Background: an optimization exercise with open tools, aiming at small area. Do not read the settings as production practice. The RTL was checked by simulation tests, not by an equivalence proof against the original design.

==> design.v <==
module volume_scaler #(
    parameter int AUDIO_W = 16,
    parameter int GAIN_W  = 16,
    parameter int STEP    = 64
) (
    input  logic                       Clk,
    input  logic                       nReset,
    input  logic                       Strobe,
    input  logic [AUDIO_W-1:0]         Audio_L,
    input  logic [AUDIO_W-1:0]         Audio_R,
    input  logic [GAIN_W-1:0]          Gain_L,
    input  logic [GAIN_W-1:0]          Gain_R,
    input  logic                       Mute,
    output logic [AUDIO_W+GAIN_W-1:0]  Out_L,
    output logic [AUDIO_W+GAIN_W-1:0]  Out_R,
    output logic                       Out_Valid,
    output logic                       Muted,
    output logic [1:0]                 Dbg_State
);
    localparam int OUT_W = AUDIO_W + GAIN_W;
    typedef enum logic [1:0] {
        UNMUTED   = 2'd0,
        RAMP_DOWN = 2'd1,
        MUTED     = 2'd2,
        RAMP_UP   = 2'd3
    } state_t;
    state_t            state, state_nxt;
    logic [GAIN_W-1:0] g_l, g_r, g_l_nxt, g_r_nxt;
    logic close_l, close_r;
    volume_scaler_ramp u_ramp_l (.g(g_l), .gain(Gain_L), .mute(Mute), .strobe(Strobe),
                                 .g_next(g_l_nxt), .close(close_l));
    volume_scaler_ramp u_ramp_r (.g(g_r), .gain(Gain_R), .mute(Mute), .strobe(Strobe),
                                 .g_next(g_r_nxt), .close(close_r));
    always_comb begin
        state_nxt = state;
        case (state)
            UNMUTED:   if (Mute) state_nxt = RAMP_DOWN;
            RAMP_DOWN: begin
                if (!Mute)                    state_nxt = RAMP_UP;
                else if (close_l && close_r)  state_nxt = MUTED;
            end
            MUTED:     if (!Mute) state_nxt = RAMP_UP;
            RAMP_UP: begin
                if (Mute)                     state_nxt = RAMP_DOWN;
                else if (close_l && close_r)  state_nxt = UNMUTED;
            end
            default:   state_nxt = MUTED;
        endcase
    end
    always_ff @(posedge Clk or negedge nReset) begin
        if (!nReset) begin
            state <= MUTED;
            g_l   <= '0;
            g_r   <= '0;
        end else begin
            if (Strobe) state <= state_nxt;
            g_l <= g_l_nxt;
            g_r <= g_r_nxt;
        end
    end
    assign Muted     = (state == MUTED);
    assign Dbg_State = state;
    logic                s1_valid, s2_valid;
    logic [AUDIO_W-1:0]  s1_a_l, s1_a_r;
    logic [GAIN_W-1:0]   s1_g_l, s1_g_r;
    logic [OUT_W-1:0]    p_l, p_r, s2_p_l, s2_p_r;
    always_ff @(posedge Clk or negedge nReset) begin
        if (!nReset) begin
            s1_valid  <= 1'b0;
            s2_valid  <= 1'b0;
            Out_Valid <= 1'b0;
        end else begin
            s1_valid  <= Strobe;
            s2_valid  <= s1_valid;
            Out_Valid <= s2_valid;
        end
    end
    volume_scaler_mul u_mul_l (.a(s1_a_l), .b(s1_g_l), .p(p_l));
    volume_scaler_mul u_mul_r (.a(s1_a_r), .b(s1_g_r), .p(p_r));
    always_ff @(posedge Clk) begin
        s1_a_l <= Audio_L;
        s1_a_r <= Audio_R;
        s1_g_l <= g_l;
        s1_g_r <= g_r;
        s2_p_l <= p_l;
        s2_p_r <= p_r;
        Out_L  <= s2_p_l;
        Out_R  <= s2_p_r;
    end
endmodule
module volume_scaler_ramp (
    input  logic [15:0] g,
    input  logic [15:0] gain,
    input  logic        mute,
    input  logic        strobe,
    output logic [15:0] g_next,
    output logic        close
);
    logic [15:0] t;
    logic [9:0]  th, gh, gh_p, gh_m;
    logic [5:0]  tl, gl;
    logic        ovf, unf, up;
    assign t  = mute ? 16'd0 : gain;
    assign th = t[15:6];
    assign tl = t[5:0];
    assign gh = g[15:6];
    assign gl = g[5:0];
    assign {ovf, gh_p} = {1'b0, gh} + 11'd1;
    assign {unf, gh_m} = {1'b0, gh} - 11'd1;
    assign close = (th == gh)
                 | (!ovf && th == gh_p && tl <= gl)
                 | (!unf && th == gh_m && tl >= gl);
    assign up    = th > gh;
    always_comb begin
        if (!strobe)    g_next = g;
        else if (close) g_next = t;
        else if (up)    g_next = {gh_p, gl};
        else            g_next = {gh_m, gl};
    end
endmodule
module volume_scaler_mul (
    input  logic [15:0] a,    
    input  logic [15:0] b,    
    output logic [31:0] p
);
    wire pp1 = ~(a[0] & b[0]);
    wire pp2 = ~(a[0] & b[1]);
    wire pp3 = ~(a[0] & b[2]);
    wire pp4 = ~(a[0] & b[3]);
    wire pp5 = ~(a[0] & b[4]);
    wire pp6 = ~(a[0] & b[5]);
    wire pp7 = ~(a[0] & b[6]);
    wire pp8 = ~(a[0] & b[7]);
    wire pp9 = ~(a[0] & b[8]);
    wire pp10 = ~(a[0] & b[9]);
    wire pp11 = ~(a[0] & b[10]);
    wire pp12 = ~(a[0] & b[11]);
    wire pp13 = ~(a[0] & b[12]);
    wire pp14 = ~(a[0] & b[13]);
    wire pp15 = ~(a[0] & b[14]);
    wire pp16 = ~(a[0] & b[15]);
    wire pp17 = ~(a[1] & b[0]);
    wire pp18 = ~(a[1] & b[1]);
    wire pp19 = ~(a[1] & b[2]);
    wire pp20 = ~(a[1] & b[3]);
    wire pp21 = ~(a[1] & b[4]);
    wire pp22 = ~(a[1] & b[5]);
    wire pp23 = ~(a[1] & b[6]);
    wire pp24 = ~(a[1] & b[7]);
    wire pp25 = ~(a[1] & b[8]);
    wire pp26 = ~(a[1] & b[9]);
    wire pp27 = ~(a[1] & b[10]);
    wire pp28 = ~(a[1] & b[11]);
    wire pp29 = ~(a[1] & b[12]);
    wire pp30 = ~(a[1] & b[13]);
    wire pp31 = ~(a[1] & b[14]);
    wire pp32 = ~(a[1] & b[15]);
    wire pp33 = ~(a[2] & b[0]);
    wire pp34 = ~(a[2] & b[1]);
    wire pp35 = ~(a[2] & b[2]);
    wire pp36 = ~(a[2] & b[3]);
    wire pp37 = ~(a[2] & b[4]);
    wire pp38 = ~(a[2] & b[5]);
    wire pp39 = ~(a[2] & b[6]);
    wire pp40 = ~(a[2] & b[7]);
    wire pp41 = ~(a[2] & b[8]);
    wire pp42 = ~(a[2] & b[9]);
    wire pp43 = ~(a[2] & b[10]);
    wire pp44 = ~(a[2] & b[11]);
    wire pp45 = ~(a[2] & b[12]);
    wire pp46 = ~(a[2] & b[13]);
    wire pp47 = ~(a[2] & b[14]);
    wire pp48 = ~(a[2] & b[15]);
    wire pp49 = ~(a[3] & b[0]);
    wire pp50 = ~(a[3] & b[1]);
    wire pp51 = ~(a[3] & b[2]);
    wire pp52 = ~(a[3] & b[3]);
    wire pp53 = ~(a[3] & b[4]);
    wire pp54 = ~(a[3] & b[5]);
    wire pp55 = ~(a[3] & b[6]);
    wire pp56 = ~(a[3] & b[7]);
    wire pp57 = ~(a[3] & b[8]);
    wire pp58 = ~(a[3] & b[9]);
    wire pp59 = ~(a[3] & b[10]);
    wire pp60 = ~(a[3] & b[11]);
    wire pp61 = ~(a[3] & b[12]);
    wire pp62 = ~(a[3] & b[13]);
    wire pp63 = ~(a[3] & b[14]);
    wire pp64 = ~(a[3] & b[15]);
    wire pp65 = ~(a[4] & b[0]);
    wire pp66 = ~(a[4] & b[1]);
    wire pp67 = ~(a[4] & b[2]);
    wire pp68 = ~(a[4] & b[3]);
    wire pp69 = ~(a[4] & b[4]);
    wire pp70 = ~(a[4] & b[5]);
    wire pp71 = ~(a[4] & b[6]);
    wire pp72 = ~(a[4] & b[7]);
    wire pp73 = ~(a[4] & b[8]);
    wire pp74 = ~(a[4] & b[9]);
    wire pp75 = ~(a[4] & b[10]);
    wire pp76 = ~(a[4] & b[11]);
    wire pp77 = ~(a[4] & b[12]);
    wire pp78 = ~(a[4] & b[13]);
    wire pp79 = ~(a[4] & b[14]);
    wire pp80 = ~(a[4] & b[15]);
    wire pp81 = ~(a[5] & b[0]);
    wire pp82 = ~(a[5] & b[1]);
    wire pp83 = ~(a[5] & b[2]);
    wire pp84 = ~(a[5] & b[3]);
    wire pp85 = ~(a[5] & b[4]);
    wire pp86 = ~(a[5] & b[5]);
    wire pp87 = ~(a[5] & b[6]);
    wire pp88 = ~(a[5] & b[7]);
    wire pp89 = ~(a[5] & b[8]);
    wire pp90 = ~(a[5] & b[9]);
    wire pp91 = ~(a[5] & b[10]);
    wire pp92 = ~(a[5] & b[11]);
    wire pp93 = ~(a[5] & b[12]);
    wire pp94 = ~(a[5] & b[13]);
    wire pp95 = ~(a[5] & b[14]);
    wire pp96 = ~(a[5] & b[15]);
    wire pp97 = ~(a[6] & b[0]);
    wire pp98 = ~(a[6] & b[1]);
    wire pp99 = ~(a[6] & b[2]);
    wire pp100 = ~(a[6] & b[3]);
    wire pp101 = ~(a[6] & b[4]);
    wire pp102 = ~(a[6] & b[5]);
    wire pp103 = ~(a[6] & b[6]);
    wire pp104 = ~(a[6] & b[7]);
    wire pp105 = ~(a[6] & b[8]);
    wire pp106 = ~(a[6] & b[9]);
    wire pp107 = ~(a[6] & b[10]);
    wire pp108 = ~(a[6] & b[11]);
    wire pp109 = ~(a[6] & b[12]);
    wire pp110 = ~(a[6] & b[13]);
    wire pp111 = ~(a[6] & b[14]);
    wire pp112 = ~(a[6] & b[15]);
    wire pp113 = ~(a[7] & b[0]);
    wire pp114 = ~(a[7] & b[1]);
    wire pp115 = ~(a[7] & b[2]);
    wire pp116 = ~(a[7] & b[3]);
    wire pp117 = ~(a[7] & b[4]);
    wire pp118 = ~(a[7] & b[5]);
    wire pp119 = ~(a[7] & b[6]);
    wire pp120 = ~(a[7] & b[7]);
    wire pp121 = ~(a[7] & b[8]);
    wire pp122 = ~(a[7] & b[9]);
    wire pp123 = ~(a[7] & b[10]);
    wire pp124 = ~(a[7] & b[11]);
    wire pp125 = ~(a[7] & b[12]);
    wire pp126 = ~(a[7] & b[13]);
    wire pp127 = ~(a[7] & b[14]);
    wire pp128 = ~(a[7] & b[15]);
    wire pp129 = ~(a[8] & b[0]);
    wire pp130 = ~(a[8] & b[1]);
    wire pp131 = ~(a[8] & b[2]);
    wire pp132 = ~(a[8] & b[3]);
    wire pp133 = ~(a[8] & b[4]);
    wire pp134 = ~(a[8] & b[5]);
    wire pp135 = ~(a[8] & b[6]);
    wire pp136 = ~(a[8] & b[7]);
    wire pp137 = ~(a[8] & b[8]);
    wire pp138 = ~(a[8] & b[9]);
    wire pp139 = ~(a[8] & b[10]);
    wire pp140 = ~(a[8] & b[11]);
    wire pp141 = ~(a[8] & b[12]);
    wire pp142 = ~(a[8] & b[13]);
    wire pp143 = ~(a[8] & b[14]);
    wire pp144 = ~(a[8] & b[15]);
    wire pp145 = ~(a[9] & b[0]);
    wire pp146 = ~(a[9] & b[1]);
    wire pp147 = ~(a[9] & b[2]);
    wire pp148 = ~(a[9] & b[3]);
    wire pp149 = ~(a[9] & b[4]);
    wire pp150 = ~(a[9] & b[5]);
    wire pp151 = ~(a[9] & b[6]);
    wire pp152 = ~(a[9] & b[7]);
    wire pp153 = ~(a[9] & b[8]);
    wire pp154 = ~(a[9] & b[9]);
    wire pp155 = ~(a[9] & b[10]);
    wire pp156 = ~(a[9] & b[11]);
    wire pp157 = ~(a[9] & b[12]);
    wire pp158 = ~(a[9] & b[13]);
    wire pp159 = ~(a[9] & b[14]);
    wire pp160 = ~(a[9] & b[15]);
    wire pp161 = ~(a[10] & b[0]);
    wire pp162 = ~(a[10] & b[1]);
    wire pp163 = ~(a[10] & b[2]);
    wire pp164 = ~(a[10] & b[3]);
    wire pp165 = ~(a[10] & b[4]);
    wire pp166 = ~(a[10] & b[5]);
    wire pp167 = ~(a[10] & b[6]);
    wire pp168 = ~(a[10] & b[7]);
    wire pp169 = ~(a[10] & b[8]);
    wire pp170 = ~(a[10] & b[9]);
    wire pp171 = ~(a[10] & b[10]);
    wire pp172 = ~(a[10] & b[11]);
    wire pp173 = ~(a[10] & b[12]);
    wire pp174 = ~(a[10] & b[13]);
    wire pp175 = ~(a[10] & b[14]);
    wire pp176 = ~(a[10] & b[15]);
    wire pp177 = ~(a[11] & b[0]);
    wire pp178 = ~(a[11] & b[1]);
    wire pp179 = ~(a[11] & b[2]);
    wire pp180 = ~(a[11] & b[3]);
    wire pp181 = ~(a[11] & b[4]);
    wire pp182 = ~(a[11] & b[5]);
    wire pp183 = ~(a[11] & b[6]);
    wire pp184 = ~(a[11] & b[7]);
    wire pp185 = ~(a[11] & b[8]);
    wire pp186 = ~(a[11] & b[9]);
    wire pp187 = ~(a[11] & b[10]);
    wire pp188 = ~(a[11] & b[11]);
    wire pp189 = ~(a[11] & b[12]);
    wire pp190 = ~(a[11] & b[13]);
    wire pp191 = ~(a[11] & b[14]);
    wire pp192 = ~(a[11] & b[15]);
    wire pp193 = ~(a[12] & b[0]);
    wire pp194 = ~(a[12] & b[1]);
    wire pp195 = ~(a[12] & b[2]);
    wire pp196 = ~(a[12] & b[3]);
    wire pp197 = ~(a[12] & b[4]);
    wire pp198 = ~(a[12] & b[5]);
    wire pp199 = ~(a[12] & b[6]);
    wire pp200 = ~(a[12] & b[7]);
    wire pp201 = ~(a[12] & b[8]);
    wire pp202 = ~(a[12] & b[9]);
    wire pp203 = ~(a[12] & b[10]);
    wire pp204 = ~(a[12] & b[11]);
    wire pp205 = ~(a[12] & b[12]);
    wire pp206 = ~(a[12] & b[13]);
    wire pp207 = ~(a[12] & b[14]);
    wire pp208 = ~(a[12] & b[15]);
    wire pp209 = ~(a[13] & b[0]);
    wire pp210 = ~(a[13] & b[1]);
    wire pp211 = ~(a[13] & b[2]);
    wire pp212 = ~(a[13] & b[3]);
    wire pp213 = ~(a[13] & b[4]);
    wire pp214 = ~(a[13] & b[5]);
    wire pp215 = ~(a[13] & b[6]);
    wire pp216 = ~(a[13] & b[7]);
    wire pp217 = ~(a[13] & b[8]);
    wire pp218 = ~(a[13] & b[9]);
    wire pp219 = ~(a[13] & b[10]);
    wire pp220 = ~(a[13] & b[11]);
    wire pp221 = ~(a[13] & b[12]);
    wire pp222 = ~(a[13] & b[13]);
    wire pp223 = ~(a[13] & b[14]);
    wire pp224 = ~(a[13] & b[15]);
    wire pp225 = ~(a[14] & b[0]);
    wire pp226 = ~(a[14] & b[1]);
    wire pp227 = ~(a[14] & b[2]);
    wire pp228 = ~(a[14] & b[3]);
    wire pp229 = ~(a[14] & b[4]);
    wire pp230 = ~(a[14] & b[5]);
    wire pp231 = ~(a[14] & b[6]);
    wire pp232 = ~(a[14] & b[7]);
    wire pp233 = ~(a[14] & b[8]);
    wire pp234 = ~(a[14] & b[9]);
    wire pp235 = ~(a[14] & b[10]);
    wire pp236 = ~(a[14] & b[11]);
    wire pp237 = ~(a[14] & b[12]);
    wire pp238 = ~(a[14] & b[13]);
    wire pp239 = ~(a[14] & b[14]);
    wire pp240 = ~(a[14] & b[15]);
    wire pp241 = (a[15] & b[0]);
    wire pp242 = (a[15] & b[1]);
    wire pp243 = (a[15] & b[2]);
    wire pp244 = (a[15] & b[3]);
    wire pp245 = (a[15] & b[4]);
    wire pp246 = (a[15] & b[5]);
    wire pp247 = (a[15] & b[6]);
    wire pp248 = (a[15] & b[7]);
    wire pp249 = (a[15] & b[8]);
    wire pp250 = (a[15] & b[9]);
    wire pp251 = (a[15] & b[10]);
    wire pp252 = (a[15] & b[11]);
    wire pp253 = (a[15] & b[12]);
    wire pp254 = (a[15] & b[13]);
    wire pp255 = (a[15] & b[14]);
    wire pp256 = (a[15] & b[15]);
    wire s257, c258;
    volume_scaler_fa u_s257 (.a(pp3), .b(pp18), .c(pp33), .s(s257), .co(c258));
    wire s259, c260;
    volume_scaler_fa u_s259 (.a(pp4), .b(pp19), .c(pp34), .s(s259), .co(c260));
    wire s261, c262;
    volume_scaler_fa u_s261 (.a(pp49), .b(c258), .c(s259), .s(s261), .co(c262));
    wire s263, c264;
    volume_scaler_fa u_s263 (.a(pp5), .b(pp20), .c(pp35), .s(s263), .co(c264));
    wire s265, c266;
    volume_scaler_fa u_s265 (.a(pp50), .b(pp65), .c(c260), .s(s265), .co(c266));
    wire s267, c268;
    volume_scaler_fa u_s267 (.a(s263), .b(c262), .c(s265), .s(s267), .co(c268));
    wire s269, c270;
    volume_scaler_fa u_s269 (.a(pp6), .b(pp21), .c(pp36), .s(s269), .co(c270));
    wire s271, c272;
    volume_scaler_fa u_s271 (.a(pp51), .b(pp66), .c(pp81), .s(s271), .co(c272));
    wire s273, c274;
    volume_scaler_fa u_s273 (.a(c264), .b(s269), .c(s271), .s(s273), .co(c274));
    wire s275, c276;
    volume_scaler_fa u_s275 (.a(c266), .b(s273), .c(c268), .s(s275), .co(c276));
    wire s277, c278;
    volume_scaler_fa u_s277 (.a(pp7), .b(pp22), .c(pp37), .s(s277), .co(c278));
    wire s279, c280;
    volume_scaler_fa u_s279 (.a(pp52), .b(pp67), .c(pp82), .s(s279), .co(c280));
    wire s281, c282;
    volume_scaler_fa u_s281 (.a(pp97), .b(c270), .c(c272), .s(s281), .co(c282));
    wire s283, c284;
    volume_scaler_fa u_s283 (.a(s277), .b(s279), .c(c274), .s(s283), .co(c284));
    wire s285, c286;
    volume_scaler_fa u_s285 (.a(s281), .b(s283), .c(c276), .s(s285), .co(c286));
    wire s287, c288;
    volume_scaler_fa u_s287 (.a(pp8), .b(pp23), .c(pp38), .s(s287), .co(c288));
    wire s289, c290;
    volume_scaler_fa u_s289 (.a(pp53), .b(pp68), .c(pp83), .s(s289), .co(c290));
    wire s291, c292;
    volume_scaler_fa u_s291 (.a(pp98), .b(pp113), .c(c278), .s(s291), .co(c292));
    wire s293, c294;
    volume_scaler_fa u_s293 (.a(c280), .b(s287), .c(s289), .s(s293), .co(c294));
    wire s295, c296;
    volume_scaler_fa u_s295 (.a(c282), .b(s291), .c(s293), .s(s295), .co(c296));
    wire s297, c298;
    volume_scaler_fa u_s297 (.a(c284), .b(s295), .c(c286), .s(s297), .co(c298));
    wire s299, c300;
    volume_scaler_fa u_s299 (.a(pp9), .b(pp24), .c(pp39), .s(s299), .co(c300));
    wire s301, c302;
    volume_scaler_fa u_s301 (.a(pp54), .b(pp69), .c(pp84), .s(s301), .co(c302));
    wire s303, c304;
    volume_scaler_fa u_s303 (.a(pp99), .b(pp114), .c(pp129), .s(s303), .co(c304));
    wire s305, c306;
    volume_scaler_fa u_s305 (.a(c288), .b(c290), .c(s299), .s(s305), .co(c306));
    wire s307, c308;
    volume_scaler_fa u_s307 (.a(s301), .b(s303), .c(c292), .s(s307), .co(c308));
    wire s309, c310;
    volume_scaler_fa u_s309 (.a(c294), .b(s305), .c(c296), .s(s309), .co(c310));
    wire s311, c312;
    volume_scaler_fa u_s311 (.a(s307), .b(s309), .c(c298), .s(s311), .co(c312));
    wire s313, c314;
    volume_scaler_fa u_s313 (.a(pp10), .b(pp25), .c(pp40), .s(s313), .co(c314));
    wire s315, c316;
    volume_scaler_fa u_s315 (.a(pp55), .b(pp70), .c(pp85), .s(s315), .co(c316));
    wire s317, c318;
    volume_scaler_fa u_s317 (.a(pp100), .b(pp115), .c(pp130), .s(s317), .co(c318));
    wire s319, c320;
    volume_scaler_fa u_s319 (.a(pp145), .b(c300), .c(c302), .s(s319), .co(c320));
    wire s321, c322;
    volume_scaler_fa u_s321 (.a(c304), .b(s313), .c(s315), .s(s321), .co(c322));
    wire s323, c324;
    volume_scaler_fa u_s323 (.a(s317), .b(c306), .c(s319), .s(s323), .co(c324));
    wire s325, c326;
    volume_scaler_fa u_s325 (.a(s321), .b(c308), .c(s323), .s(s325), .co(c326));
    wire s327, c328;
    volume_scaler_fa u_s327 (.a(c310), .b(s325), .c(c312), .s(s327), .co(c328));
    wire s329, c330;
    volume_scaler_fa u_s329 (.a(pp11), .b(pp26), .c(pp41), .s(s329), .co(c330));
    wire s331, c332;
    volume_scaler_fa u_s331 (.a(pp56), .b(pp71), .c(pp86), .s(s331), .co(c332));
    wire s333, c334;
    volume_scaler_fa u_s333 (.a(pp101), .b(pp116), .c(pp131), .s(s333), .co(c334));
    wire s335, c336;
    volume_scaler_fa u_s335 (.a(pp146), .b(pp161), .c(c314), .s(s335), .co(c336));
    wire s337, c338;
    volume_scaler_fa u_s337 (.a(c316), .b(c318), .c(s329), .s(s337), .co(c338));
    wire s339, c340;
    volume_scaler_fa u_s339 (.a(s331), .b(s333), .c(c320), .s(s339), .co(c340));
    wire s341, c342;
    volume_scaler_fa u_s341 (.a(c322), .b(s335), .c(s337), .s(s341), .co(c342));
    wire s343, c344;
    volume_scaler_fa u_s343 (.a(c324), .b(s339), .c(s341), .s(s343), .co(c344));
    wire s345, c346;
    volume_scaler_fa u_s345 (.a(c326), .b(s343), .c(c328), .s(s345), .co(c346));
    wire s347, c348;
    volume_scaler_fa u_s347 (.a(pp12), .b(pp27), .c(pp42), .s(s347), .co(c348));
    wire s349, c350;
    volume_scaler_fa u_s349 (.a(pp57), .b(pp72), .c(pp87), .s(s349), .co(c350));
    wire s351, c352;
    volume_scaler_fa u_s351 (.a(pp102), .b(pp117), .c(pp132), .s(s351), .co(c352));
    wire s353, c354;
    volume_scaler_fa u_s353 (.a(pp147), .b(pp162), .c(pp177), .s(s353), .co(c354));
    wire s355, c356;
    volume_scaler_fa u_s355 (.a(c330), .b(c332), .c(c334), .s(s355), .co(c356));
    wire s357, c358;
    volume_scaler_fa u_s357 (.a(s347), .b(s349), .c(s351), .s(s357), .co(c358));
    wire s359, c360;
    volume_scaler_fa u_s359 (.a(s353), .b(c336), .c(c338), .s(s359), .co(c360));
    wire s361, c362;
    volume_scaler_fa u_s361 (.a(s355), .b(s357), .c(c340), .s(s361), .co(c362));
    wire s363, c364;
    volume_scaler_fa u_s363 (.a(c342), .b(s359), .c(c344), .s(s363), .co(c364));
    wire s365, c366;
    volume_scaler_fa u_s365 (.a(s361), .b(s363), .c(c346), .s(s365), .co(c366));
    wire s367, c368;
    volume_scaler_fa u_s367 (.a(pp13), .b(pp28), .c(pp43), .s(s367), .co(c368));
    wire s369, c370;
    volume_scaler_fa u_s369 (.a(pp58), .b(pp73), .c(pp88), .s(s369), .co(c370));
    wire s371, c372;
    volume_scaler_fa u_s371 (.a(pp103), .b(pp118), .c(pp133), .s(s371), .co(c372));
    wire s373, c374;
    volume_scaler_fa u_s373 (.a(pp148), .b(pp163), .c(pp178), .s(s373), .co(c374));
    wire s375, c376;
    volume_scaler_fa u_s375 (.a(pp193), .b(c348), .c(c350), .s(s375), .co(c376));
    wire s377, c378;
    volume_scaler_fa u_s377 (.a(c352), .b(c354), .c(s367), .s(s377), .co(c378));
    wire s379, c380;
    volume_scaler_fa u_s379 (.a(s369), .b(s371), .c(s373), .s(s379), .co(c380));
    wire s381, c382;
    volume_scaler_fa u_s381 (.a(c356), .b(c358), .c(s375), .s(s381), .co(c382));
    wire s383, c384;
    volume_scaler_fa u_s383 (.a(s377), .b(s379), .c(c360), .s(s383), .co(c384));
    wire s385, c386;
    volume_scaler_fa u_s385 (.a(s381), .b(c362), .c(s383), .s(s385), .co(c386));
    wire s387, c388;
    volume_scaler_fa u_s387 (.a(c364), .b(s385), .c(c366), .s(s387), .co(c388));
    wire s389, c390;
    volume_scaler_fa u_s389 (.a(pp14), .b(pp29), .c(pp44), .s(s389), .co(c390));
    wire s391, c392;
    volume_scaler_fa u_s391 (.a(pp59), .b(pp74), .c(pp89), .s(s391), .co(c392));
    wire s393, c394;
    volume_scaler_fa u_s393 (.a(pp104), .b(pp119), .c(pp134), .s(s393), .co(c394));
    wire s395, c396;
    volume_scaler_fa u_s395 (.a(pp149), .b(pp164), .c(pp179), .s(s395), .co(c396));
    wire s397, c398;
    volume_scaler_fa u_s397 (.a(pp194), .b(pp209), .c(c368), .s(s397), .co(c398));
    wire s399, c400;
    volume_scaler_fa u_s399 (.a(c370), .b(c372), .c(c374), .s(s399), .co(c400));
    wire s401, c402;
    volume_scaler_fa u_s401 (.a(s389), .b(s391), .c(s393), .s(s401), .co(c402));
    wire s403, c404;
    volume_scaler_fa u_s403 (.a(s395), .b(c376), .c(c378), .s(s403), .co(c404));
    wire s405, c406;
    volume_scaler_fa u_s405 (.a(c380), .b(s397), .c(s399), .s(s405), .co(c406));
    wire s407, c408;
    volume_scaler_fa u_s407 (.a(s401), .b(c382), .c(s403), .s(s407), .co(c408));
    wire s409, c410;
    volume_scaler_fa u_s409 (.a(s405), .b(c384), .c(s407), .s(s409), .co(c410));
    wire s411, c412;
    volume_scaler_fa u_s411 (.a(c386), .b(s409), .c(c388), .s(s411), .co(c412));
    wire s413, c414;
    volume_scaler_fa u_s413 (.a(pp15), .b(pp30), .c(pp45), .s(s413), .co(c414));
    wire s415, c416;
    volume_scaler_fa u_s415 (.a(pp60), .b(pp75), .c(pp90), .s(s415), .co(c416));
    wire s417, c418;
    volume_scaler_fa u_s417 (.a(pp105), .b(pp120), .c(pp135), .s(s417), .co(c418));
    wire s419, c420;
    volume_scaler_fa u_s419 (.a(pp150), .b(pp165), .c(pp180), .s(s419), .co(c420));
    wire s421, c422;
    volume_scaler_fa u_s421 (.a(pp195), .b(pp210), .c(pp225), .s(s421), .co(c422));
    wire s423, c424;
    volume_scaler_fa u_s423 (.a(c390), .b(c392), .c(c394), .s(s423), .co(c424));
    wire s425, c426;
    volume_scaler_fa u_s425 (.a(c396), .b(s413), .c(s415), .s(s425), .co(c426));
    wire s427, c428;
    volume_scaler_fa u_s427 (.a(s417), .b(s419), .c(s421), .s(s427), .co(c428));
    wire s429, c430;
    volume_scaler_fa u_s429 (.a(c398), .b(c400), .c(c402), .s(s429), .co(c430));
    wire s431, c432;
    volume_scaler_fa u_s431 (.a(s423), .b(s425), .c(s427), .s(s431), .co(c432));
    wire s433, c434;
    volume_scaler_fa u_s433 (.a(c404), .b(c406), .c(s429), .s(s433), .co(c434));
    wire s435, c436;
    volume_scaler_fa u_s435 (.a(s431), .b(c408), .c(s433), .s(s435), .co(c436));
    wire s437, c438;
    volume_scaler_fa u_s437 (.a(c410), .b(s435), .c(c412), .s(s437), .co(c438));
    wire s439, c440;
    volume_scaler_ha u_s439 (.a(pp16), .b(pp31), .s(s439), .co(c440));
    wire s441, c442;
    volume_scaler_fa u_s441 (.a(pp46), .b(pp61), .c(pp76), .s(s441), .co(c442));
    wire s443, c444;
    volume_scaler_fa u_s443 (.a(pp91), .b(pp106), .c(pp121), .s(s443), .co(c444));
    wire s445, c446;
    volume_scaler_fa u_s445 (.a(pp136), .b(pp151), .c(pp166), .s(s445), .co(c446));
    wire s447, c448;
    volume_scaler_fa u_s447 (.a(pp181), .b(pp196), .c(pp211), .s(s447), .co(c448));
    wire s449, c450;
    volume_scaler_fa u_s449 (.a(pp226), .b(pp241), .c(s439), .s(s449), .co(c450));
    wire s451, c452;
    volume_scaler_fa u_s451 (.a(c414), .b(c416), .c(c418), .s(s451), .co(c452));
    wire s453, c454;
    volume_scaler_fa u_s453 (.a(c420), .b(c422), .c(s441), .s(s453), .co(c454));
    wire s455, c456;
    volume_scaler_fa u_s455 (.a(s443), .b(s445), .c(s447), .s(s455), .co(c456));
    wire s457, c458;
    volume_scaler_fa u_s457 (.a(s449), .b(c424), .c(c426), .s(s457), .co(c458));
    wire s459, c460;
    volume_scaler_fa u_s459 (.a(c428), .b(s451), .c(s453), .s(s459), .co(c460));
    wire s461, c462;
    volume_scaler_fa u_s461 (.a(s455), .b(c430), .c(c432), .s(s461), .co(c462));
    wire s463, c464;
    volume_scaler_fa u_s463 (.a(s457), .b(s459), .c(c434), .s(s463), .co(c464));
    wire s465, c466;
    volume_scaler_fa u_s465 (.a(s461), .b(c436), .c(s463), .s(s465), .co(c466));
    wire s467, c468;
    volume_scaler_fa u_s467 (.a(pp32), .b(pp47), .c(pp62), .s(s467), .co(c468));
    wire s469, c470;
    volume_scaler_fa u_s469 (.a(pp77), .b(pp92), .c(pp107), .s(s469), .co(c470));
    wire s471, c472;
    volume_scaler_fa u_s471 (.a(pp122), .b(pp137), .c(pp152), .s(s471), .co(c472));
    wire s473, c474;
    volume_scaler_fa u_s473 (.a(pp167), .b(pp182), .c(pp197), .s(s473), .co(c474));
    wire s475, c476;
    volume_scaler_fa u_s475 (.a(pp212), .b(pp227), .c(pp242), .s(s475), .co(c476));
    wire s477, c478;
    volume_scaler_fa u_s477 (.a(c440), .b(c442), .c(c444), .s(s477), .co(c478));
    wire s479, c480;
    volume_scaler_fa u_s479 (.a(c446), .b(c448), .c(s467), .s(s479), .co(c480));
    wire s481, c482;
    volume_scaler_fa u_s481 (.a(s469), .b(s471), .c(s473), .s(s481), .co(c482));
    wire s483, c484;
    volume_scaler_fa u_s483 (.a(s475), .b(c450), .c(c452), .s(s483), .co(c484));
    wire s485, c486;
    volume_scaler_fa u_s485 (.a(c454), .b(c456), .c(s477), .s(s485), .co(c486));
    wire s487, c488;
    volume_scaler_fa u_s487 (.a(s479), .b(s481), .c(c458), .s(s487), .co(c488));
    wire s489, c490;
    volume_scaler_fa u_s489 (.a(c460), .b(s483), .c(s485), .s(s489), .co(c490));
    wire s491, c492;
    volume_scaler_fa u_s491 (.a(c462), .b(s487), .c(s489), .s(s491), .co(c492));
    wire s493, c494;
    volume_scaler_fa u_s493 (.a(c464), .b(s491), .c(c466), .s(s493), .co(c494));
    wire s495, c496;
    volume_scaler_fa u_s495 (.a(pp48), .b(pp63), .c(pp78), .s(s495), .co(c496));
    wire s497, c498;
    volume_scaler_fa u_s497 (.a(pp93), .b(pp108), .c(pp123), .s(s497), .co(c498));
    wire s499, c500;
    volume_scaler_fa u_s499 (.a(pp138), .b(pp153), .c(pp168), .s(s499), .co(c500));
    wire s501, c502;
    volume_scaler_fa u_s501 (.a(pp183), .b(pp198), .c(pp213), .s(s501), .co(c502));
    wire s503, c504;
    volume_scaler_fa u_s503 (.a(pp228), .b(pp243), .c(c468), .s(s503), .co(c504));
    wire s505, c506;
    volume_scaler_fa u_s505 (.a(c470), .b(c472), .c(c474), .s(s505), .co(c506));
    wire s507, c508;
    volume_scaler_fa u_s507 (.a(c476), .b(s495), .c(s497), .s(s507), .co(c508));
    wire s509, c510;
    volume_scaler_fa u_s509 (.a(s499), .b(s501), .c(c478), .s(s509), .co(c510));
    wire s511, c512;
    volume_scaler_fa u_s511 (.a(c480), .b(c482), .c(s503), .s(s511), .co(c512));
    wire s513, c514;
    volume_scaler_fa u_s513 (.a(s505), .b(s507), .c(c484), .s(s513), .co(c514));
    wire s515, c516;
    volume_scaler_fa u_s515 (.a(c486), .b(s509), .c(s511), .s(s515), .co(c516));
    wire s517, c518;
    volume_scaler_fa u_s517 (.a(c488), .b(c490), .c(s513), .s(s517), .co(c518));
    wire s519, c520;
    volume_scaler_fa u_s519 (.a(s515), .b(c492), .c(s517), .s(s519), .co(c520));
    wire s521, c522;
    volume_scaler_fa u_s521 (.a(pp64), .b(pp79), .c(pp94), .s(s521), .co(c522));
    wire s523, c524;
    volume_scaler_fa u_s523 (.a(pp109), .b(pp124), .c(pp139), .s(s523), .co(c524));
    wire s525, c526;
    volume_scaler_fa u_s525 (.a(pp154), .b(pp169), .c(pp184), .s(s525), .co(c526));
    wire s527, c528;
    volume_scaler_fa u_s527 (.a(pp199), .b(pp214), .c(pp229), .s(s527), .co(c528));
    wire s529, c530;
    volume_scaler_fa u_s529 (.a(pp244), .b(c496), .c(c498), .s(s529), .co(c530));
    wire s531, c532;
    volume_scaler_fa u_s531 (.a(c500), .b(c502), .c(s521), .s(s531), .co(c532));
    wire s533, c534;
    volume_scaler_fa u_s533 (.a(s523), .b(s525), .c(s527), .s(s533), .co(c534));
    wire s535, c536;
    volume_scaler_fa u_s535 (.a(c504), .b(c506), .c(c508), .s(s535), .co(c536));
    wire s537, c538;
    volume_scaler_fa u_s537 (.a(s529), .b(s531), .c(s533), .s(s537), .co(c538));
    wire s539, c540;
    volume_scaler_fa u_s539 (.a(c510), .b(c512), .c(s535), .s(s539), .co(c540));
    wire s541, c542;
    volume_scaler_fa u_s541 (.a(s537), .b(c514), .c(c516), .s(s541), .co(c542));
    wire s543, c544;
    volume_scaler_fa u_s543 (.a(s539), .b(c518), .c(s541), .s(s543), .co(c544));
    wire s545, c546;
    volume_scaler_fa u_s545 (.a(pp80), .b(pp95), .c(pp110), .s(s545), .co(c546));
    wire s547, c548;
    volume_scaler_fa u_s547 (.a(pp125), .b(pp140), .c(pp155), .s(s547), .co(c548));
    wire s549, c550;
    volume_scaler_fa u_s549 (.a(pp170), .b(pp185), .c(pp200), .s(s549), .co(c550));
    wire s551, c552;
    volume_scaler_fa u_s551 (.a(pp215), .b(pp230), .c(pp245), .s(s551), .co(c552));
    wire s553, c554;
    volume_scaler_fa u_s553 (.a(c522), .b(c524), .c(c526), .s(s553), .co(c554));
    wire s555, c556;
    volume_scaler_fa u_s555 (.a(c528), .b(s545), .c(s547), .s(s555), .co(c556));
    wire s557, c558;
    volume_scaler_fa u_s557 (.a(s549), .b(s551), .c(c530), .s(s557), .co(c558));
    wire s559, c560;
    volume_scaler_fa u_s559 (.a(c532), .b(c534), .c(s553), .s(s559), .co(c560));
    wire s561, c562;
    volume_scaler_fa u_s561 (.a(s555), .b(c536), .c(c538), .s(s561), .co(c562));
    wire s563, c564;
    volume_scaler_fa u_s563 (.a(s557), .b(s559), .c(c540), .s(s563), .co(c564));
    wire s565, c566;
    volume_scaler_fa u_s565 (.a(s561), .b(c542), .c(s563), .s(s565), .co(c566));
    wire s567, c568;
    volume_scaler_fa u_s567 (.a(pp96), .b(pp111), .c(pp126), .s(s567), .co(c568));
    wire s569, c570;
    volume_scaler_fa u_s569 (.a(pp141), .b(pp156), .c(pp171), .s(s569), .co(c570));
    wire s571, c572;
    volume_scaler_fa u_s571 (.a(pp186), .b(pp201), .c(pp216), .s(s571), .co(c572));
    wire s573, c574;
    volume_scaler_fa u_s573 (.a(pp231), .b(pp246), .c(c546), .s(s573), .co(c574));
    wire s575, c576;
    volume_scaler_fa u_s575 (.a(c548), .b(c550), .c(c552), .s(s575), .co(c576));
    wire s577, c578;
    volume_scaler_fa u_s577 (.a(s567), .b(s569), .c(s571), .s(s577), .co(c578));
    wire s579, c580;
    volume_scaler_fa u_s579 (.a(c554), .b(c556), .c(s573), .s(s579), .co(c580));
    wire s581, c582;
    volume_scaler_fa u_s581 (.a(s575), .b(s577), .c(c558), .s(s581), .co(c582));
    wire s583, c584;
    volume_scaler_fa u_s583 (.a(c560), .b(s579), .c(c562), .s(s583), .co(c584));
    wire s585, c586;
    volume_scaler_fa u_s585 (.a(s581), .b(c564), .c(s583), .s(s585), .co(c586));
    wire s587, c588;
    volume_scaler_fa u_s587 (.a(pp112), .b(pp127), .c(pp142), .s(s587), .co(c588));
    wire s589, c590;
    volume_scaler_fa u_s589 (.a(pp157), .b(pp172), .c(pp187), .s(s589), .co(c590));
    wire s591, c592;
    volume_scaler_fa u_s591 (.a(pp202), .b(pp217), .c(pp232), .s(s591), .co(c592));
    wire s593, c594;
    volume_scaler_fa u_s593 (.a(pp247), .b(c568), .c(c570), .s(s593), .co(c594));
    wire s595, c596;
    volume_scaler_fa u_s595 (.a(c572), .b(s587), .c(s589), .s(s595), .co(c596));
    wire s597, c598;
    volume_scaler_fa u_s597 (.a(s591), .b(c574), .c(c576), .s(s597), .co(c598));
    wire s599, c600;
    volume_scaler_fa u_s599 (.a(c578), .b(s593), .c(s595), .s(s599), .co(c600));
    wire s601, c602;
    volume_scaler_fa u_s601 (.a(c580), .b(s597), .c(s599), .s(s601), .co(c602));
    wire s603, c604;
    volume_scaler_fa u_s603 (.a(c582), .b(s601), .c(c584), .s(s603), .co(c604));
    wire s605, c606;
    volume_scaler_fa u_s605 (.a(pp128), .b(pp143), .c(pp158), .s(s605), .co(c606));
    wire s607, c608;
    volume_scaler_fa u_s607 (.a(pp173), .b(pp188), .c(pp203), .s(s607), .co(c608));
    wire s609, c610;
    volume_scaler_fa u_s609 (.a(pp218), .b(pp233), .c(pp248), .s(s609), .co(c610));
    wire s611, c612;
    volume_scaler_fa u_s611 (.a(c588), .b(c590), .c(c592), .s(s611), .co(c612));
    wire s613, c614;
    volume_scaler_fa u_s613 (.a(s605), .b(s607), .c(s609), .s(s613), .co(c614));
    wire s615, c616;
    volume_scaler_fa u_s615 (.a(c594), .b(c596), .c(s611), .s(s615), .co(c616));
    wire s617, c618;
    volume_scaler_fa u_s617 (.a(s613), .b(c598), .c(c600), .s(s617), .co(c618));
    wire s619, c620;
    volume_scaler_fa u_s619 (.a(s615), .b(c602), .c(s617), .s(s619), .co(c620));
    wire s621, c622;
    volume_scaler_fa u_s621 (.a(pp144), .b(pp159), .c(pp174), .s(s621), .co(c622));
    wire s623, c624;
    volume_scaler_fa u_s623 (.a(pp189), .b(pp204), .c(pp219), .s(s623), .co(c624));
    wire s625, c626;
    volume_scaler_fa u_s625 (.a(pp234), .b(pp249), .c(c606), .s(s625), .co(c626));
    wire s627, c628;
    volume_scaler_fa u_s627 (.a(c608), .b(c610), .c(s621), .s(s627), .co(c628));
    wire s629, c630;
    volume_scaler_fa u_s629 (.a(s623), .b(c612), .c(c614), .s(s629), .co(c630));
    wire s631, c632;
    volume_scaler_fa u_s631 (.a(s625), .b(s627), .c(c616), .s(s631), .co(c632));
    wire s633, c634;
    volume_scaler_fa u_s633 (.a(s629), .b(c618), .c(s631), .s(s633), .co(c634));
    wire s635, c636;
    volume_scaler_fa u_s635 (.a(pp160), .b(pp175), .c(pp190), .s(s635), .co(c636));
    wire s637, c638;
    volume_scaler_fa u_s637 (.a(pp205), .b(pp220), .c(pp235), .s(s637), .co(c638));
    wire s639, c640;
    volume_scaler_fa u_s639 (.a(pp250), .b(c622), .c(c624), .s(s639), .co(c640));
    wire s641, c642;
    volume_scaler_fa u_s641 (.a(s635), .b(s637), .c(c626), .s(s641), .co(c642));
    wire s643, c644;
    volume_scaler_fa u_s643 (.a(c628), .b(s639), .c(c630), .s(s643), .co(c644));
    wire s645, c646;
    volume_scaler_fa u_s645 (.a(s641), .b(c632), .c(s643), .s(s645), .co(c646));
    wire s647, c648;
    volume_scaler_fa u_s647 (.a(pp176), .b(pp191), .c(pp206), .s(s647), .co(c648));
    wire s649, c650;
    volume_scaler_fa u_s649 (.a(pp221), .b(pp236), .c(pp251), .s(s649), .co(c650));
    wire s651, c652;
    volume_scaler_fa u_s651 (.a(c636), .b(c638), .c(s647), .s(s651), .co(c652));
    wire s653, c654;
    volume_scaler_fa u_s653 (.a(s649), .b(c640), .c(s651), .s(s653), .co(c654));
    wire s655, c656;
    volume_scaler_fa u_s655 (.a(c642), .b(s653), .c(c644), .s(s655), .co(c656));
    wire s657, c658;
    volume_scaler_fa u_s657 (.a(pp192), .b(pp207), .c(pp222), .s(s657), .co(c658));
    wire s659, c660;
    volume_scaler_fa u_s659 (.a(pp237), .b(pp252), .c(c648), .s(s659), .co(c660));
    wire s661, c662;
    volume_scaler_fa u_s661 (.a(c650), .b(s657), .c(c652), .s(s661), .co(c662));
    wire s663, c664;
    volume_scaler_fa u_s663 (.a(s659), .b(c654), .c(s661), .s(s663), .co(c664));
    wire s665, c666;
    volume_scaler_fa u_s665 (.a(pp208), .b(pp223), .c(pp238), .s(s665), .co(c666));
    wire s667, c668;
    volume_scaler_fa u_s667 (.a(pp253), .b(c658), .c(s665), .s(s667), .co(c668));
    wire s669, c670;
    volume_scaler_fa u_s669 (.a(c660), .b(s667), .c(c662), .s(s669), .co(c670));
    wire s671, c672;
    volume_scaler_fa u_s671 (.a(pp224), .b(pp239), .c(pp254), .s(s671), .co(c672));
    wire s673, c674;
    volume_scaler_fa u_s673 (.a(c666), .b(s671), .c(c668), .s(s673), .co(c674));
    wire s675, c676;
    volume_scaler_fa u_s675 (.a(pp240), .b(pp255), .c(c672), .s(s675), .co(c676));
    wire s677 = ~(pp2 ^ pp17);
    wire c678 = pp2 | pp17;
    wire s679 = ~(s257 ^ c678);
    wire c680 = s257 | c678;
    wire s681 = ~(s261 ^ c680);
    wire c682 = s261 | c680;
    wire s683 = ~(s267 ^ c682);
    wire c684 = s267 | c682;
    wire s685 = ~(s275 ^ c684);
    wire c686 = s275 | c684;
    wire rc687 = (~c686);
    wire pp_688 = (~s285);
    wire pp_689 = (~s297);
    wire pp_690 = (~s311);
    wire pp_691 = (~s327);
    wire pp_692 = (~s345);
    wire pp_693 = (~s365);
    wire pp_694 = (~s387);
    wire pp_695 = (~s411);
    wire pp_696 = (~s437);
    wire g697 = (~c438) & (~s465);
    wire p698 = (~c438) | (~s465);
    wire x699 = (~c438) ^ (~s465);
    wire pp_700 = (~s493);
    wire g701 = (~c494) & (~s519);
    wire p702 = (~c494) | (~s519);
    wire x703 = (~c494) ^ (~s519);
    wire g704 = (~c520) & (~s543);
    wire p705 = (~c520) | (~s543);
    wire x706 = (~c520) ^ (~s543);
    wire g707 = (~c544) & (~s565);
    wire p708 = (~c544) | (~s565);
    wire x709 = (~c544) ^ (~s565);
    wire g710 = (~c566) & (~s585);
    wire p711 = (~c566) | (~s585);
    wire x712 = (~c566) ^ (~s585);
    wire g713 = (~c586) & (~s603);
    wire p714 = (~c586) | (~s603);
    wire x715 = (~c586) ^ (~s603);
    wire g716 = (~c604) & (~s619);
    wire p717 = (~c604) | (~s619);
    wire x718 = (~c604) ^ (~s619);
    wire g719 = (~c620) & (~s633);
    wire p720 = (~c620) | (~s633);
    wire x721 = (~c620) ^ (~s633);
    wire g722 = (~c634) & (~s645);
    wire p723 = (~c634) | (~s645);
    wire x724 = (~c634) ^ (~s645);
    wire g725 = (~c646) & (~s655);
    wire p726 = (~c646) | (~s655);
    wire x727 = (~c646) ^ (~s655);
    wire g728 = (~c656) & (~s663);
    wire p729 = (~c656) | (~s663);
    wire x730 = (~c656) ^ (~s663);
    wire g731 = (~c664) & (~s669);
    wire p732 = (~c664) | (~s669);
    wire x733 = (~c664) ^ (~s669);
    wire g734 = (~c670) & (~s673);
    wire p735 = (~c670) | (~s673);
    wire x736 = (~c670) ^ (~s673);
    wire g737 = (~c674) & (~s675);
    wire p738 = (~c674) | (~s675);
    wire x739 = (~c674) ^ (~s675);
    wire g740 = (~pp256) & (~c676);
    wire p741 = (~pp256) | (~c676);
    wire x742 = (~pp256) ^ (~c676);
    wire pp_743 = 1'b1;
    wire g744 = 1'b0 | (pp_688 & rc687);
    wire G745 = 1'b0 | (pp_689 & g744);
    wire P746 = pp_689 & pp_688;
    wire G747 = 1'b0 | (pp_691 & 1'b0);
    wire P748 = pp_691 & pp_690;
    wire G749 = 1'b0 | (pp_693 & 1'b0);
    wire P750 = pp_693 & pp_692;
    wire G751 = 1'b0 | (pp_695 & 1'b0);
    wire P752 = pp_695 & pp_694;
    wire G753 = g697 | (p698 & 1'b0);
    wire P754 = p698 & pp_696;
    wire G755 = g701 | (p702 & 1'b0);
    wire P756 = p702 & pp_700;
    wire G757 = g707 | (p708 & g704);
    wire P758 = p708 & p705;
    wire G759 = g713 | (p714 & g710);
    wire P760 = p714 & p711;
    wire G761 = g719 | (p720 & g716);
    wire P762 = p720 & p717;
    wire G763 = g725 | (p726 & g722);
    wire P764 = p726 & p723;
    wire G765 = g731 | (p732 & g728);
    wire P766 = p732 & p729;
    wire G767 = g737 | (p738 & g734);
    wire P768 = p738 & p735;
    wire G769 = 1'b0 | (pp_743 & g740);
    wire P770 = pp_743 & p741;
    wire G771 = 1'b0 | (pp_690 & G745);
    wire P772 = pp_690 & P746;
    wire G773 = G747 | (P748 & G745);
    wire P774 = P748 & P746;
    wire G775 = 1'b0 | (pp_694 & G749);
    wire P776 = pp_694 & P750;
    wire G777 = G751 | (P752 & G749);
    wire P778 = P752 & P750;
    wire G779 = 1'b0 | (pp_700 & G753);
    wire P780 = pp_700 & P754;
    wire G781 = G755 | (P756 & G753);
    wire P782 = P756 & P754;
    wire G783 = g710 | (p711 & G757);
    wire P784 = p711 & P758;
    wire G785 = G759 | (P760 & G757);
    wire P786 = P760 & P758;
    wire G787 = g722 | (p723 & G761);
    wire P788 = p723 & P762;
    wire G789 = G763 | (P764 & G761);
    wire P790 = P764 & P762;
    wire G791 = g734 | (p735 & G765);
    wire P792 = p735 & P766;
    wire G793 = G767 | (P768 & G765);
    wire P794 = P768 & P766;
    wire G795 = 1'b0 | (pp_692 & G773);
    wire P796 = pp_692 & P774;
    wire G797 = G749 | (P750 & G773);
    wire P798 = P750 & P774;
    wire G799 = G775 | (P776 & G773);
    wire P800 = P776 & P774;
    wire G801 = G777 | (P778 & G773);
    wire P802 = P778 & P774;
    wire G803 = g704 | (p705 & G781);
    wire P804 = p705 & P782;
    wire G805 = G757 | (P758 & G781);
    wire P806 = P758 & P782;
    wire G807 = G783 | (P784 & G781);
    wire P808 = P784 & P782;
    wire G809 = G785 | (P786 & G781);
    wire P810 = P786 & P782;
    wire G811 = g728 | (p729 & G789);
    wire P812 = p729 & P790;
    wire G813 = G765 | (P766 & G789);
    wire P814 = P766 & P790;
    wire G815 = G791 | (P792 & G789);
    wire P816 = P792 & P790;
    wire G817 = G793 | (P794 & G789);
    wire P818 = P794 & P790;
    wire G819 = 1'b0 | (pp_696 & G801);
    wire P820 = pp_696 & P802;
    wire G821 = G753 | (P754 & G801);
    wire P822 = P754 & P802;
    wire G823 = G779 | (P780 & G801);
    wire P824 = P780 & P802;
    wire G825 = G781 | (P782 & G801);
    wire P826 = P782 & P802;
    wire G827 = G803 | (P804 & G801);
    wire P828 = P804 & P802;
    wire G829 = G805 | (P806 & G801);
    wire P830 = P806 & P802;
    wire G831 = G807 | (P808 & G801);
    wire P832 = P808 & P802;
    wire G833 = G809 | (P810 & G801);
    wire P834 = P810 & P802;
    wire G835 = g740 | (p741 & G817);
    wire P836 = p741 & P818;
    wire G837 = G769 | (P770 & G817);
    wire P838 = P770 & P818;
    wire G839 = g716 | (p717 & G833);
    wire P840 = p717 & P834;
    wire G841 = G761 | (P762 & G833);
    wire P842 = P762 & P834;
    wire G843 = G787 | (P788 & G833);
    wire P844 = P788 & P834;
    wire G845 = G789 | (P790 & G833);
    wire P846 = P790 & P834;
    wire G847 = G811 | (P812 & G833);
    wire P848 = P812 & P834;
    wire G849 = G813 | (P814 & G833);
    wire P850 = P814 & P834;
    wire G851 = G815 | (P816 & G833);
    wire P852 = P816 & P834;
    wire G853 = G817 | (P818 & G833);
    wire P854 = P818 & P834;
    wire G855 = G835 | (P836 & G833);
    wire P856 = P836 & P834;
    wire G857 = G837 | (P838 & G833);
    wire P858 = P838 & P834;
    wire o859 = pp_688 ^ rc687;
    wire o860 = pp_689 ^ g744;
    wire o861 = pp_690 ^ G745;
    wire o862 = pp_691 ^ G771;
    wire o863 = pp_692 ^ G773;
    wire o864 = pp_693 ^ G795;
    wire o865 = pp_694 ^ G797;
    wire o866 = pp_695 ^ G799;
    wire o867 = pp_696 ^ G801;
    wire o868 = x699 ^ G819;
    wire o869 = pp_700 ^ G821;
    wire o870 = x703 ^ G823;
    wire o871 = x706 ^ G825;
    wire o872 = x709 ^ G827;
    wire o873 = x712 ^ G829;
    wire o874 = x715 ^ G831;
    wire o875 = x718 ^ G833;
    wire o876 = x721 ^ G839;
    wire o877 = x724 ^ G841;
    wire o878 = x727 ^ G843;
    wire o879 = x730 ^ G845;
    wire o880 = x733 ^ G847;
    wire o881 = x736 ^ G849;
    wire o882 = x739 ^ G851;
    wire o883 = x742 ^ G853;
    wire o884 = pp_743 ^ G855;
    assign p = {o884, o883, o882, o881, o880, o879, o878, o877, o876, o875, o874, o873, o872, o871, o870, o869, o868, o867, o866, o865, o864, o863, o862, o861, o860, o859, (~s685), (~s683), (~s681), (~s679), (~s677), (~pp1)};
endmodule
module volume_scaler_fa (input logic a, b, c, output logic s, co);
    assign s  = a ^ b ^ c;
    assign co = (a & b) | (a & c) | (b & c);
endmodule
module volume_scaler_ha (input logic a, b, output logic s, co);
    assign s  = a ^ b;
    assign co = a & b;
endmodule
==> run.sh <==
#!/bin/bash
# synth_recipe.tcl (not shown) runs the flow's synth.tcl, then flattens the netlist and writes it again
# the make line also repeats each setting of config.mk as NAME=value (left out here)
make -C /OpenROAD-flow-scripts/flow DESIGN_CONFIG=/design/flow/config.mk WORK_HOME=/design/flow/orfs CLKGATE_MAP_FILE= SYNTH_SCRIPT=/design/flow/synth_recipe.tcl finish
==> config.mk <==
export PLATFORM = sky130hd
export DESIGN_NAME = volume_scaler
export DESIGN_NICKNAME = volume_scaler
export VERILOG_FILES = /design/flow/design.v
export SDC_FILE = /design/flow/constraint.sdc
export NUM_CORES = 4
export LEC_CHECK = 0
export CAP_MARGIN = 20
export CORE_MARGIN = 2
export CORE_UTILIZATION = 40
export SLEW_MARGIN = 20
export SYNTH_HIERARCHICAL = 1
export SYNTH_MINIMUM_KEEP_SIZE = 0
==> constraint.sdc <==
create_clock -name core_clock -period 7.5 [get_ports {Clk}]
set_input_delay 1.5000 -clock core_clock [delete_from_list [all_inputs] [get_ports {Clk}]]
set_output_delay 1.5000 -clock core_clock [all_outputs]
set_load 0.01 [all_outputs]
==> summary.md, run 1 <==
| Metric | Value |
|---|---|
| First-pass GRT wire length | 91330 um |
| Vias in the first global route | 16850 |
| Drt drc | 0 |
| FFs w/ async S/R, synth | 16.16% |
| CTS clock-pin slew for the worst setup and hold paths | 0.06 ns |
| MaxCap Viol Count | 0 |
| CTS Sinks | 229 |
| GRT Resource Usage Total | 20.27% |
| Post-DRT Antenna Nets | 0 |
| Mean routed wirelength per cell | 18.56 um |
| Total Wirelength | 56190 um |
| Worst-path maximum fanout | 4 |
| Startpoint type of the worst setup path | flip-flop |
| Outcome | timing/DRC/antenna clean |
| Syn Nets | 2800 |
| DP Cell Count | 2969 |
| Tcrit/Tclk final | 96.16% |
| Hold/Removal Path Class | flip-flop to flip-flop |
| CP bufs+invs | 0 |
| Crit path kind | flip-flop to flip-flop |
| Top FF cell, synth | dfxtp_1 |
| Core Area | 55090 um2 |
| Drt pass-1 iters | 5 |
| Bufs on Longest Clock Path | 3 |
| Max_slew headroom | 38.40% |
| Arrival time worst endpoint | 7.65 ns |
| Skew-Pair Late Insertion Delay | 0.60 ns |
| I/O pin count | 136 |
| Worst r2r src | s1_a_r[0] |
| CP dominant cell by count | fa_1 |
| Synthesized area | 22300 um2 |
| Fmax achieved | 138.7 MHz |
| Crit path max-delay family | adder cells |
| Die Ht | 240.1 um |
| Final Max Tran Viols | 0 |
| TritonCTS buffer count | 28 |
| H-tree levels | 1 |
| Synth Register Bits | 229 |
| Post-synthesis sequential area ratio | 21.39% |
| Clock Skew | 0.03976 ns |
| Hold Violations, Final | 0 |
| Crit path launch | s1_a_r[0] |
| Vias | 15710 |
| Synth Warn # | 8 |
| Finished Layout Cells | 3027 |
| Final worst path period need | 7.212 ns |
| Port bufs | 135 |
| Synth Instances | 2189 |
| Library cells used by synthesis | 73 |
| Worst path cell trace | nand2_1, fa_2, fa_1, fa_2, fa_2, fa_1, fa_1, fa_1, fa_2, fa_1, fa_1, fa_1, fa_1, fa_2, ha_1, nor3_2, nand4_2, a2111oi_4, or2_4, fa_1 |
| Worst setup EP type | flip-flop |
| Dpl hpwl | 43900 um |
| Final setup viols | 0 |
| Hold Path Origin | s2_p_r[19] |
| Die footprint | 57660 um2 |
| Vias/cell | 5.189 |
| DRT iter0 DRCs | 1234 |
| Crit path required time | 7.94 ns |
| CTS Root Cell | clkbuf_16 |
| Pin count of the biggest net entering global routing | 40 |
| Global route overflow | 0 |
| Number of synthesized flops with an enable pin | 0 |
| CP max-delay cell | fa_1 |
| Initial antenna violation count | 1 |
| Synth-to-layout area growth | 13.70% |
| Starting density of the core | 40.48% |
| TritonCTS clock tree | built |
| Row count | 86 |
| Die W | 240.1 um |
| Critical path's largest stage delay | 0.47 ns |
| Global placer's final weighted congestion | 0.9084 |
| Share of cells above drive strength 1 | 10.05% |
| Worst slew pin tran | 0.9218 ns |
| Mapped Avg Cell Area | 10.19 um2 |
| Final nets | 2867 |
path summary, 6_finish.rpt:
check	cells after the start	slack, ns	to
hold / removal	0	0.32	Out_R[19]
setup / recovery	20	0.29	s2_p_r[22]
min in group asynchronous	1	0.90	g_l[11]
setup reg to reg	20	0.29	s2_p_r[22]
max in group asynchronous	1	6.15	g_r[14]
hold reg to reg	0	0.32	Out_R[19]
cell type report:
| type | instances | area (um2) |
|---|---|---|
| clock buffer | 37 | 787.0 |
| inverter | 140 | 525.5 |
| sequential | 229 | 4780 |
| antenna | 1 | 2.502 |
| timing repair buffer | 221 | 2024 |
| tap | 748 | 935.9 |
| clock inverter | 15 | 178.9 |
| fill | 5214 | 29730 |
| multi-input combinational | 1636 | 16130 |
repair_timing:
action | 4_1_cts | 5_1_grt
setup buffers | 3 | 2
pin swaps | 4 | 7
resized for setup | 4 | 26
cloned | 0 | 0
setup endpoints to repair | 3 | 23
hold buffers | 0 | 0
worst register-to-register path, stage by stage (launching register included):
cell and delay (ns):
dfxtp_2 0.35, nand2_1 0.09, fa_2 0.41, fa_1 0.47, fa_2 0.37, fa_2 0.37, fa_1 0.39, fa_1 0.40
fa_1 0.40, fa_2 0.37, fa_1 0.39, fa_1 0.38, fa_1 0.39, fa_1 0.39, fa_2 0.35, ha_1 0.21
nor3_2 0.21, nand4_2 0.19, a2111oi_4 0.38, or2_4 0.19, fa_1 0.41
layer usage:
metal / vias to the layer above / routed length, um / track usage (%)
met3: 92 / 4194 / 3.743
met5: - / 0 / 0
met1: 7956 / 24920 / 28.40
met2: 590 / 25530 / 32.07
li1: 7069 / - / -
met4: 0 / 1548 / 5.929
Yosys stat by module, one instance, submodules excluded:
module              area [um2]  cells  flops+latches  copies in the design
volume_scaler_ha         12.51      1              0                     2
volume_scaler             4927    245            229                     1
volume_scaler_ramp        1739    253              0                     2
volume_scaler_fa         20.02      1              0                   418
volume_scaler_mul         2753    509              0                     2
cell usage after synthesis, drive strengths merged (29+ instances only):
library cell  number  area, um2
nor3              32      170.2
ha               123       1539
buf               66      513.0
nor2b             30      187.7
xnor2             38      332.8
dfrtp             36      900.9
inv              140      525.5
a21oi             40      207.7
and2              38      237.7
nor2              46      172.7
fa               420       8408
clkbuf           118      442.9
nand2            531       1993
mux2i             29      290.3
dfxtp            192       3844
flip-flops by register name, indices dropped and copies added, names as in the netlist:
signal,flops
Out_R,32
Out_Valid,1
g_l,16
s1_g_l,16
s2_p_l,32
s1_a_l,16
s2_p_r,32
state,2
s1_valid,1
s1_g_r,16
s1_a_r,16
g_r,16
s2_valid,1
Out_L,32
stage by stage:
step                utilization (%)  hold slack [ns]   TNS (ns)  area, um2  setup WS [ns]
finish                        46.03           0.3197          0      25360         0.2877
global route                  46.03           0.3282  -0.003648      25360      -0.003648
CTS                           45.85           0.3241          0      25260        0.03369
detailed placement            44.04           0.3121   -0.07322      24260       -0.05008
global placement              44.04           0.3095          0      24260        0.02596
floorplan                         -           0.3096          0      22420       0.004898
cells in the final DEF, fill, tap and decap left out, drive strengths merged, types with 8 or more instances in the layout:
cell,synthesis,layout
a21o,14,14
a21oi,40,40
a22oi,14,14
a31oi,10,10
and2,38,38
and4,12,12
buf,66,87
clkbuf,118,37
clkdlybuf4s50,0,134
clkinv,0,8
dfrtp,36,36
dfxtp,192,192
fa,420,420
ha,123,123
inv,140,143
mux2,21,21
mux2i,29,29
nand2,531,531
nand2b,12,12
nand3,14,14
nand3b,8,8
nor2,46,46
nor2b,30,30
nor3,32,32
nor3b,8,8
nor4,16,16
o21ai,26,26
o21bai,8,8
o31ai,12,12
or2,8,8
or3,10,10
xnor2,38,38
xor2,26,26
logic make-up after synthesis:
| family | Yosys count | synth area share [%] |
|---|---|---|
| AO/OA/AOI/OAI | 190 | 6.294 |
| XOR/XNOR | 64 | 2.513 |
| adder cells (fa/ha/maj) | 543 | 44.60 |
| buffers and inverters | 324 | 6.642 |
| flip-flops | 229 | 21.39 |
| multiplexers | 50 | 2.379 |
| AND/OR/NAND/NOR | 789 | 16.18 |
==> run 2: changes to the inputs <==
==> flow/run.sh (new file) <==
#!/bin/bash
# The standard layout, with two changes that only affect which cells are used:
# every port still gets its own buffer, but the smallest one (buf_1, which
# repair_design then sizes as needed) instead of clkdlybuf4s50_1, and CTS does
# not add dummy loads. Tool output goes to standard.log and ORFS's own logs.
set -euo pipefail
export BUFFER_PORTS_ARGS="-buffer_cell sky130_fd_sc_hd__buf_1"
export CTS_ARGS="-sink_clustering_enable -repair_clock_nets -dont_use_dummy_load"
bash standard.sh > standard.log 2>&1
==> standard.sh (new file) <==
#!/bin/bash
# synth_recipe.tcl (not shown) runs the flow's synth.tcl, then flattens the netlist and writes it again
# the make line also repeats each setting of config.mk as NAME=value (left out here)
make -C /OpenROAD-flow-scripts/flow DESIGN_CONFIG=/design/flow/config.mk WORK_HOME=/design/flow/orfs CLKGATE_MAP_FILE= SYNTH_SCRIPT=/design/flow/synth_recipe.tcl "${@:-finish}"
removed: run.sh
==> summary.md, run 2 <==
| Metric | Value |
|---|---|
| MaxCap Viol Count | 0 |
| Startpoint type of the worst setup path | flip-flop |
| Skew-Pair Late Insertion Delay | 0.58 ns |
| Total Wirelength | 56830 um |
| Initial antenna violation count | 2 |
| Worst setup EP type | flip-flop |
| Drt pass-1 iters | 7 |
| Top cell type's share of synthesized area | 37.70% |
| CTS clock-pin slew for the worst setup and hold paths | 0.06 ns |
| Synth area leader | fa_1 |
| Most common cell after layout, fill and taps aside | nand2_1 |
| Share of cells above drive strength 1 | 9.143% |
| Max_slew headroom | 35.25% |
| Worst reg2reg path endpoint | s2_p_r[22] |
| Post-synthesis sequential area ratio | 21.39% |
| Die W | 240.1 um |
| Crit path launch | s1_a_r[0] |
| Pin count of the biggest net entering global routing | 38 |
| Vias in the first global route | 17070 |
| Synth Warn # | 8 |
| Outcome | timing/DRC/antenna clean |
| Mapped Avg Cell Area | 10.19 um2 |
| Worst R2R Path Depth | 20 |
| Crit path kind | flip-flop to flip-flop |
| Syn Nets | 2800 |
| Final worst path period need | 7.201 ns |
| Row count | 86 |
| Vias | 15660 |
| Synth-to-layout area growth | 8.583% |
| Synth Register Bits | 229 |
| Hold/Removal Path Class | flip-flop to flip-flop |
| Post-route cell area | 24220 um2 |
| Worst-path maximum fanout | 4 |
| Die Ht | 240.1 um |
| Worst slew pin tran | 0.9689 ns |
| Place WS | -0.02975 ns |
| Hold Violations, Final | 0 |
| Clock Skew | 0.02967 ns |
| Global route overflow | 0 |
| First-pass GRT wire length | 91870 um |
| Most frequent cell after synthesis | nand2_1 |
| Synth top area cells | fa_1, dfxtp_1, nand2_1, ha_1, dfrtp_1 |
| Vias/cell | 5.217 |
| Number of synthesized flops with an enable pin | 0 |
| Arrival time worst endpoint | 7.63 ns |
| TritonCTS clock tree | built |
| Core Area | 55090 um2 |
| Hold Buf Count CTS | 0 |
| Commonest cells after routing, fill and taps aside | nand2_1, fa_1, dfxtp_1, inv_1, buf_1 |
| Final setup viols | 0 |
| Worst r2r src | s1_a_r[0] |
| Finished Layout Cells | 3002 |
| Post-DRT Antenna Nets | 0 |
| R2R setup slack | 0.30 ns |
| Final nets | 2866 |
| CTS Root Cell | clkbuf_16 |
| Drt drc | 0 |
| Final worst slack | 0.2992 ns |
| I/O pin count | 136 |
| Final Max Tran Viols | 0 |
| H-tree levels | 1 |
| Starting density of the core | 40.48% |
| Tcrit/Tclk final | 96.01% |
| FFs w/ async S/R, synth | 16.16% |
| Core Util, Final | 43.96% |
| Cell Area, Placed | 23440 um2 |
| Crit path required time | 7.93 ns |
| CTS Sinks | 229 |
run 2: cell families (layout without fill, tap and decap cells):
kind of cell | Yosys count | in the layout | share of synthesized area [%]
xor gates and xnor gates | 64 | 64 | 2.513
AOI/OAI and AO/OA | 190 | 190 | 6.294
adders and majority gates | 543 | 543 | 44.60
other | 0 | 1 | 0
DFF | 229 | 229 | 21.39
buffers and inverters | 324 | 388 | 6.642
and+or+nand+nor | 789 | 789 | 16.18
muxes | 50 | 50 | 2.379
run 2: cell type report:
type                    count  area, um2  share of cell area [%]
flip-flops and latches    229       4778                   19.73
multi-input cells        1636      16120                   66.55
repair buffers            220       1159                   4.784
diodes                      1      2.502                 0.01033
well taps                 748      935.9                   3.864
clock buffers              28      700.7                   2.893
inverters                 140      525.5                   2.170
run 2: worst max-delay path, stage by stage, from the launching register on:
cell	delay [ns]
dfxtp_2	0.35
nand2_1	0.08
fa_2	0.41
fa_1	0.46
fa_1	0.41
fa_1	0.41
fa_2	0.37
fa_1	0.39
fa_1	0.40
fa_2	0.37
fa_1	0.39
fa_2	0.35
fa_2	0.34
fa_1	0.38
fa_1	0.39
ha_1	0.22
nor3_2	0.22
nand4_2	0.17
a2111oi_4	0.37
or2_4	0.19
fa_1	0.40
run 2: worst min path at each step:
| stage | start | end | slack, ns | depth (start not counted) |
|---|---|---|---|---|
| final | s2_p_r[19] | Out_R[19] | 0.31 | 0 |
| after global routing | s2_p_r[19] | Out_R[19] | 0.31 | 0 |
| after CTS | s2_p_r[19] | Out_R[19] | 0.31 | 0 |
| after detailed placement | s2_p_r[4] | Out_R[4] | 0.31 | 0 |
| after global placement | s2_p_l[4] | Out_L[4] | 0.31 | 0 |
| after floorplan | s2_p_l[0] | Out_L[0] | 0.31 | 0 |
run 2: stage by stage:
stage / hold WS, ns
after floorplan: 0.3096
after global placement: 0.3098
after detailed placement: 0.3121
after CTS: 0.3101
after global routing: 0.3122
final: 0.3081
run 2: modules after synthesis (local to each module, per instance):
| module | flip-flops and latches | cells inside |
|---|---|---|
| volume_scaler_ha | 0 | 1 |
| volume_scaler | 229 | 245 |
| volume_scaler_fa | 0 | 1 |
| volume_scaler_mul | 0 | 509 |
| volume_scaler_ramp | 0 | 253 |
run 2: layer usage:
layer / vias to the layer above / wire, um / track usage, % / share of wire, %
li1: 7045 / - / - / -
met1: 7902 / 24780 / 28.01 / 44
met2: 611 / 25360 / 31.77 / 45
met3: 103 / 4797 / 4.386 / 8.4
met4: 0 / 1890 / 7.435 / 3.3
met5: - / 0 / 0 / 0
run 2: what timing repair did:
item | 4_1_cts | 5_1_grt
endpoints found under the setup margin | 2 | 19
resized for setup | 7 | 13
pin swaps | 6 | 7
buffers inserted | 1 | 1

-- static timing again, ports no longer ideal --
The flow's constraints put no driver on any port. The routed layouts listed below were extracted and timed again, unchanged, in two steps.
Step 1 sets driving cells, clkbuf_16 on the clock port and buf_2 on the other inputs (assumed; they add their load-dependent delay and slew).
Step 2 moves the port delays by t, midway between the first and last clock arrival at a register: inputs arrive t later, outputs are due t later. That takes back most of the time a late clock gives input paths.
Slacks: no drivers / after step 1 / after step 2; pairs: no drivers / after step 1.
| run | t, ns | setup WS [ns] | worst hold slack (ns) | clock arrival spread, ns | cell pins on the clock port's net |
|---|---|---|---|---|---|
| run 1 | 0.629 | 0.288 / 0.288 / 0.288 | 0.320 / 0.320 / 0.320 | 0.043 / 0.043 | 1 |
| run 2 | 0.615 | 0.299 / 0.299 / 0.299 | 0.308 / 0.308 / 0.308 | 0.040 / 0.041 | 1 |
After both steps every run listed still meets setup and hold.
